This design comes from an exercise in tuning for small area, a short achievable clock period and few clock cycles on the open sky130 flow, not from production work. Function was checked by simulation only, so behaviour that the tests miss may differ from the original. Power figures rest on the tool's default switching activity, not on a simulated workload.

==> inputs of v9 <==
// sorted_reminder_table_top
module sorted_reminder_table_top #(
  parameter int TABLE_DEPTH = srt_pkg::DEPTH_DEFAULT
) (
  input  wire logic                        clk,
  input  wire logic                        rst,
  input  wire logic                        in_valid,
  output logic                             in_stall,
  input  wire logic                        action,
  input  wire logic [srt_pkg::DAY_W-1:0]   day,
  input  wire logic [srt_pkg::HOUR_W-1:0]  hours,
  input  wire logic [srt_pkg::MIN_W-1:0]   minutes,
  input  wire logic [srt_pkg::TAG_W-1:0]   message_tag,
  output logic                             out_valid,
  input  wire logic                        out_stall,
  output logic [2:0]                       status,
  output logic [srt_pkg::SLOT_W-1:0]       slot,
  output logic [srt_pkg::DAY_W-1:0]        out_day,
  output logic [srt_pkg::HOUR_W-1:0]       out_hours,
  output logic [srt_pkg::MIN_W-1:0]        out_minutes,
  output logic [srt_pkg::TAG_W-1:0]        out_tag,
  output logic                             last
);
  localparam int N     = TABLE_DEPTH;
  localparam int NP    = 8;
  localparam int PSTEP = N / NP;
  localparam int NG    = N / 16;
  localparam int KW    = srt_pkg::DAY_W + srt_pkg::HOUR_W + srt_pkg::MIN_W;
  localparam int TW    = srt_pkg::TAG_W;
  localparam int RW    = $clog2(N);
  localparam int CW    = $clog2(N + 1);
  localparam int DW    = KW + TW;
  localparam int RESW  = 3 + RW + DW + 1;
  localparam logic [CW-1:0] CNT_FULL = N;
  localparam logic [RW-1:0] RONE     = 1;
  logic [N-1:0]          rv;
  logic [N-1:0][KW-1:0]  rkey;
  logic [N-1:0][TW-1:0]  rtag;
  logic [N-1:0][RW-1:0]  rrank;
  logic [CW-1:0] count;
  logic          v2, ins2, rd2;
  logic [2:0]    st2;
  logic [RW-1:0] nm1_2;
  logic [KW-1:0] key2;
  logic [TW-1:0] tag2;
  logic [N-1:0]  F2;
  logic          ld1_2, ld2_2;
  logic          gt2d1;
  logic          v3, ins3, rd3;
  logic [2:0]    st3;
  logic [RW-1:0] nm1_3;
  logic          z0_3;
  ...
==> flow/config.mk <==
export PLATFORM = sky130hd
export DESIGN_NAME = sorted_reminder_table_top
export DESIGN_NICKNAME = sorted_reminder_table_top
export VERILOG_FILES = /design/flow/design.v
export SDC_FILE = /design/flow/constraint.sdc
export NUM_CORES = 4
export LEC_CHECK = 0
export ABC_CLOCK_PERIOD_IN_PS = 3000
export CAP_MARGIN = 20
export CORE_MARGIN = 2
export CORE_UTILIZATION = 62
export CTS_CLUSTER_DIAMETER = 60
export CTS_CLUSTER_SIZE = 30
export GPL_TIMING_DRIVEN = 1
export SETUP_SLACK_MARGIN = 2.75
export SLEW_MARGIN = 20
export BUFFER_PORTS_ARGS = -buffer_cell sky130_fd_sc_hd__buf_4
==> flow/constraint.sdc <==
create_clock -name core_clock -period 5.5 [get_ports {clk}]
set_input_delay 1.1000 -clock core_clock [delete_from_list [all_inputs] [get_ports {clk}]]
set_output_delay 1.1000 -clock core_clock [all_outputs]
set_load 0.01 [all_outputs]
standard.sh (not shown) runs the stock make flow with config.mk's settings and CLKGATE_MAP_FILE= SYNTH_SCRIPT=/design/flow/synth_recipe.tcl, a recipe that flattens the netlist after the stock synthesis.
==> flow/flow/run.sh <==
#!/bin/bash
# Standard layout, with the port buffers made from plain buffers (buf_4) rather than the cell
# buffer_ports picks by default; everything else is the standard flow.
set -euo pipefail
cat >> config.mk <<'EOC'
export BUFFER_PORTS_ARGS = -buffer_cell sky130_fd_sc_hd__buf_4
EOC
bash standard.sh > standard.log 2>&1
==> v1: changes against v9 <==
- CORE_UTILIZATION: 62 -> 70
- SETUP_SLACK_MARGIN: 2.75 -> 2.7
==> v3: changes against v9 <==
--- a/flow/design.v
+++ b/flow/design.v
@@ -77,13 +77,13 @@
   output logic [srt_pkg::TAG_W-1:0]        out_tag,
   output logic                             last
 );
   localparam int N     = TABLE_DEPTH;
   localparam int NP    = 8;
   localparam int PSTEP = N / NP;
-  localparam int NG    = N / 16;
+  localparam int NG    = N / 8;
   localparam int KW    = srt_pkg::DAY_W + srt_pkg::HOUR_W + srt_pkg::MIN_W;
   localparam int TW    = srt_pkg::TAG_W;
   localparam int RW    = $clog2(N);
   localparam int CW    = $clog2(N + 1);
   localparam int DW    = KW + TW;
   localparam int RESW  = 3 + RW + DW + 1;
@@ -105,13 +105,13 @@
   logic          v3, ins3, rd3;
   logic [2:0]    st3;
   logic [RW-1:0] nm1_3;
   logic          z0_3;
   logic [KW-1:0] key3;
   logic [TW-1:0] tag3;
-  logic [NG-1:0][4:0] g3;
+  logic [NG-1:0][3:0] g3;
   logic [N-1:0]  F3;
   logic          ld1_3, ld2_3;
   logic          gt3d1;
   logic          v4, ins4, rd4;
   logic [2:0]    st4;
   logic [RW-1:0] rem4;
@@ -144,36 +144,34 @@
     for (int i = 0; i < 2; i++) begin
       g3[i] = g2[2*i+1] | (~l2[2*i+1] & g2[2*i]);
       l3[i] = l2[2*i+1] | (~g2[2*i+1] & l2[2*i]);
     end
     key_le = !(g3[1] | (~l3[1] & g3[0]));
   endfunction
-  function automatic logic [4:0] count16(input logic [15:0] x);
-    logic [15:0] t;
-    logic        hi, lo;
+  function automatic logic [3:0] count8(input logic [7:0] x);
+    logic [7:0] t;
+    logic       hi, lo;
     t = x;
-    for (int p = 1; p < 16; p = p * 2) begin
+    for (int p = 1; p < 8; p = p * 2) begin
       for (int k = p; k >= 1; k = k / 2) begin
-        for (int j = k % p; j <= 15 - k; j = j + 2 * k) begin
+        for (int j = k % p; j <= 7 - k; j = j + 2 * k) begin
           for (int i = 0; i <= k - 1; i++) begin
             if ((i + j) / (p * 2) == (i + j + k) / (p * 2)) begin
               hi = t[i + j] | t[i + j + k];
               lo = t[i + j] & t[i + j + k];
               t[i + j]     = hi;
               t[i + j + k] = lo;
             end
           end
         end
       end
     end
-    count16[4] = t[15];
-    count16[3] = t[7] & ~t[15];
-    count16[2] = (t[3] & ~t[7]) | (t[11] & ~t[15]);
-    count16[1] = (t[1] & ~t[3]) | (t[5] & ~t[7]) | (t[9] & ~t[11]) | (t[13] & ~t[15]);
-    count16[0] = (t[0] & ~t[1]) | (t[2] & ~t[3]) | (t[4] & ~t[5]) | (t[6] & ~t[7]) |
-                 (t[8] & ~t[9]) | (t[10] & ~t[11]) | (t[12] & ~t[13]) | (t[14] & ~t[15]);
+    count8[3] = t[7];
+    count8[2] = t[3] & ~t[7];
+    count8[1] = (t[1] & ~t[3]) | (t[5] & ~t[7]);
+    count8[0] = (t[0] & ~t[1]) | (t[2] & ~t[3]) | (t[4] & ~t[5]) | (t[6] & ~t[7]);
   endfunction
   function automatic logic [DW-1:0] select_entry(input logic [N-1:0] sel,
                                                  input logic [N-1:0][KW-1:0] k,
                                                  input logic [N-1:0][TW-1:0] t);
     logic [DW-1:0] acc;
     acc = '0;
@@ -242,21 +240,22 @@
       psel[k] = pavail[k];
       for (int j = 0; j < k; j++) begin
         if (pavail[j]) psel[k] = 1'b0;
       end
     end
   end
-  logic [NG-1:0][4:0] gcnt;
+  logic [NG-1:0][3:0] gcnt;
   always_comb begin
     for (int k = 0; k < NG; k++) begin
-      gcnt[k] = count16(F2[16*k +: 16]);
+      gcnt[k] = count8(F2[8*k +: 8]);
     end
   end
   logic [RW-1:0] hsum_a, hsum_b;
-  assign hsum_a = {1'b0, g3[0]} + {1'b0, g3[1]} + {5'b00000, ld1_3} + {5'b00000, ld2_3};
-  assign hsum_b = {1'b0, g3[2]} + {1'b0, g3[3]};
+  assign hsum_a = ({2'b00, g3[0]} + {2'b00, g3[1]}) + ({2'b00, g3[2]} + {2'b00, g3[3]}) +
+                  {5'b00000, ld1_3} + {5'b00000, ld2_3};
+  assign hsum_b = ({2'b00, g3[4]} + {2'b00, g3[5]}) + ({2'b00, g3[6]} + {2'b00, g3[7]});
   logic [RW-1:0] slot4;
   logic [RW-1:0] rank4;
   logic          rank4_zero;
   assign slot4      = h4a + h4b;
   assign rank4      = h4a + h4b + {5'b00000, v3 && ins3 && gt3d1};
   assign rank4_zero = (h4a == '0) && (h4b == '0) && !(v3 && ins3 && gt3d1);
- CORE_UTILIZATION: 62 -> 55
- SETUP_SLACK_MARGIN: 2.75 -> 2.8
==> notes.md <==
	v3	v9	v1
Outcome	no timing/DRC/antenna violations	no timing/DRC/antenna violations	did not finish
Last stage reached	-	-	global routing (5_1_grt)
Flip-flop count of the largest register, all copies and words added	2048	2048	-
Amount of wire on met3 after detailed routing	103 mm	110 mm	-
Number of instances in the synthesized netlist	11900	11700	11700
Hold path start	message_tag[27]	message_tag[15]	-
Classification of the worst setup path	input pin to flop	flop to flop	-
Clock network fraction of total power	35.2%	34.3%	-
Fin worst setup slack	2.52 ns	2.39 ns	-
Share of cell area taken by muxes after synthesis	4.06%	4.08%	4.08%
Comb power	2.78 mW	2.43 mW	-
Worst flop-to-flop path startpoint	M[34]	F2[16]	-
Die width	511 um	480 um	452 um
Storage element area	85400 um^2	85200 um^2	-
Count of fill cells added during filler insertion	20000	15400	-
Area fraction in compound gates after synthesis	15.3%	16.9%	16.9%
Synthesized Nets	12200	11900	11900
CTS sink cnt	4083	4071	4071
Sequential Power Share	59.9%	61.2%	-
Cts bufs inserted	221	204	197
Testbench counts of v9, summed over its fixed seeds: cycles 5,895.
Testbench counts of v1, summed over its fixed seeds: cycles 5,895.
Testbench counts of v3, summed over its fixed seeds: cycles 5,895.

-- port drivers added, routing unchanged --
The flow's constraints put no driver on any port. The routed layouts listed below were extracted and timed again, unchanged, in two steps.
Step 1: set_driving_cell puts a clkbuf_16 on clk and a buf_2 on each other input, an assumption about the parent block.
Step 2 times the ports against the registers' clock, not the clock port: input delays grow and output delays shrink by t, the midpoint of the rising clock arrivals with the driver on.
Three values: no drivers, after step 1, after step 2; two values: the first two.
run	shift t [ns]	setup WS [ns]	worst setup path at the end
v9	1.008	2.387 / 2.387 / 1.606	input to register
v3	1.035	2.518 / 2.547 / 1.545	input to register
After both steps every run listed still meets setup and hold. The setup slack of v3, which loses most, moves by +0.029 ns with the drivers and by -0.973 ns with both steps.
